This design comes from an exercise in tuning for small area, a short achievable clock period and few clock cycles on the open sky130 flow, not from production work.
Only simulation tests tie the RTL to the original design; equivalence was not proved.
No activity file was given, so power comes from the tool's default toggle rates.

## mp_seq_core
module mp_seq_core (
  input  wire logic          clk,
  input  wire logic          rst,
  input  wire logic          bus_sel,
  input  wire logic          bus_wr,
  input  wire logic [15:0]   bus_addr,
  input  wire logic [31:0]   bus_din,
  output logic [31:0]        bus_dout,
  output logic               o_interrupt_out
);
  localparam logic [3:0] c_op_nop  = 4'h0;
  localparam logic [3:0] c_op_add  = 4'h1;
  localparam logic [3:0] c_op_sub  = 4'h2;
  localparam logic [3:0] c_op_and  = 4'h3;
  localparam logic [3:0] c_op_or   = 4'h4;
  localparam logic [3:0] c_op_xor  = 4'h5;
  localparam logic [3:0] c_op_mul  = 4'h6;
  localparam logic [3:0] c_op_halt = 4'hF;
  logic [31:0] r_inst [16];
  logic [31:0] r_data [16];
  logic [15:0] r_iv;           
  logic [15:0] r_dv;           
  logic [3:0]  r_pc;
  logic        r_int_en;
  logic        r_done;
  logic        r_err;
  logic        r_busy;
  logic        r_n;
  logic        r_z;
  logic [3:0]  r_fidx;         
  logic        r_fstop;        
  logic        r_rv;           
  logic [15:0] r_ir;           
  logic        r_e_alu;        
  logic        r_e_mul;        
  logic        r_e_add;        
  logic        r_e_sub, r_e_and, r_e_or, r_e_xor;
  logic        r_wr_now;       
  logic [3:0]  r_edst;
  logic [31:0] r_oa;
  logic [31:0] r_ob;           
  logic [1:0]  r_mph;          
  logic [31:0] r_acc_s;
  logic [31:0] r_acc_c;
  logic [10:0] r_low_s;        
  logic [10:0] r_low_c;
  logic        r_acc_ci;
  logic [21:0] r_plo;          
  logic w_bus_wr, w_bus_rd;
  logic w_inst_hit, w_data_hit;
  logic w_start, w_status_clr;
  logic [31:0] w_rd_data;
  logic [31:0] w_inst_rd, w_data_rd;
  logic [31:0] w_dport;        
  assign w_bus_wr   = bus_sel & bus_wr;
  assign w_bus_rd   = bus_sel & ~bus_wr;
  assign w_inst_hit = (bus_addr[15:4] == 12'h010);
  assign w_data_hit = (bus_addr[15:4] == 12'h020);
  assign w_start      = w_bus_wr && (bus_addr == 16'h0000) && bus_din[0] && !r_busy;
  ...
clock: 9.0 ns
lec_check: 0
cap_margin: 5
core_margin: 2
core_utilization: 30
cts_cluster_diameter: 60
cts_cluster_size: 25
gpl_routability_driven: 1
gpl_timing_driven: 1
place_density: 0.36
setup_slack_margin: 5.0
slew_margin: 5
run.sh (not shown) runs the stock make flow with config.mk's settings and CLKGATE_MAP_FILE= SYNTH_SCRIPT=/design/flow/synth_recipe.tcl, a recipe that flattens the netlist after the stock synthesis.
Testbench counts at the start, summed over its fixed seeds: cycles 25,985.
Change:
CTS_CLUSTER_DIAMETER = 70   (was 60)
CTS_CLUSTER_SIZE = 30   (was 25)
PLACE_DENSITY = 0.42   (was 0.36)
Result: Global-route usage goes down by 0.59 points; cell area fell by 2.5%; first-iteration DRC count rose by 11%.

* * *

== the reference run ==
mp_seq_core again, from the RTL that the note above started with.
==> flow/design.v (excerpt) <==
module mp_seq_core (
  input  wire logic          clk,
  input  wire logic          rst,
  input  wire logic          bus_sel,
  input  wire logic          bus_wr,
  input  wire logic [15:0]   bus_addr,
  input  wire logic [31:0]   bus_din,
  output logic [31:0]        bus_dout,
  output logic               o_interrupt_out
);
  localparam logic [3:0] c_op_nop  = 4'h0;
  localparam logic [3:0] c_op_add  = 4'h1;
  localparam logic [3:0] c_op_sub  = 4'h2;
  localparam logic [3:0] c_op_and  = 4'h3;
  localparam logic [3:0] c_op_or   = 4'h4;
  localparam logic [3:0] c_op_xor  = 4'h5;
  localparam logic [3:0] c_op_mul  = 4'h6;
  localparam logic [3:0] c_op_halt = 4'hF;
  logic [31:0] r_inst [16];
  logic [31:0] r_data [16];
  logic [15:0] r_iv;           
  logic [15:0] r_dv;           
  logic [3:0]  r_pc;
  logic        r_int_en;
  logic        r_done;
  logic        r_err;
  logic        r_busy;
  logic        r_n;
  logic        r_z;
  logic [3:0]  r_fidx;         
  logic        r_fstop;        
  logic        r_rv;           
  logic [15:0] r_ir;           
  logic        r_e_alu;        
  logic        r_e_mul;        
  logic        r_e_add;        
  logic        r_e_sub, r_e_and, r_e_or, r_e_xor;
  logic        r_wr_now;       
  logic [3:0]  r_edst;
  logic [31:0] r_oa;
  logic [31:0] r_ob;           
  logic [1:0]  r_mph;          
  logic [31:0] r_acc_s;
  logic [31:0] r_acc_c;
  ...
make LEC_CHECK=0 CAP_MARGIN=5 CORE_MARGIN=2 CORE_UTILIZATION=30 CTS_CLUSTER_DIAMETER=60 CTS_CLUSTER_SIZE=25 GPL_ROUTABILITY_DRIVEN=1 GPL_TIMING_DRIVEN=1 PLACE_DENSITY=0.42 SETUP_SLACK_MARGIN=5.0 SLEW_MARGIN=5 finish   # period 9.0 ns
Testbench counts of the reference run, summed over its fixed seeds: cycles 25,985.
The inputs of the trial run differ from those of the reference run as listed below.
--- a/flow/config.mk
+++ b/flow/config.mk
@@ -10,4 +10,2 @@
 export CORE_UTILIZATION = 30
-export CTS_CLUSTER_DIAMETER = 60
-export CTS_CLUSTER_SIZE = 25
 export GPL_ROUTABILITY_DRIVEN = 1
| share of the clock period used by the worst path after layout | the trial run vs the reference run | 0.57 points higher |. Average wire per standard cell (lower): the trial run. On sequential group share of total power: between the reference run and the trial run, it ends up lower for the trial run. Diff the reference run -> the trial run: smallest setup slack after layout fell by 0.051 ns; total power rose by 4.3%.

-- afterwards: timing with drivers on the ports --
No port has a modelled driver above. Below, the same layouts with a new extraction and two added sets of constraints. Step 1 assumes that a clkbuf_16 drives the clock port and a buf_2 every other input. Step 2 also shifts input and output timing later by t, the mid clock arrival at the registers, as if the neighbouring blocks saw the same clock. Slacks: ideal ports / drivers / drivers and shift; pairs: ideal ports / drivers.
run	shift t [ns]	setup WS [ns]	hold WS [ns]	slew at the worst register clock pin (ns)
the first run of note 1	0.916	4.903 / 4.887 / 3.971	0.355 / 0.355 / 0.355	0.09 / 0.09
the second run of note 1	0.887	4.847 / 4.847 / 4.064	0.382 / 0.382 / 0.382	0.10 / 0.10
the reference run	0.901	4.932 / 4.924 / 4.046	0.382 / 0.382 / 0.382	0.10 / 0.10
the trial run	0.902	4.881 / 4.919 / 4.042	0.383 / 0.383 / 0.383	0.06 / 0.06
After both steps every run listed still meets setup and hold. The setup slack of the first run of note 1, which loses most, moves by -0.016 ns with the drivers and by -0.932 ns with both steps.
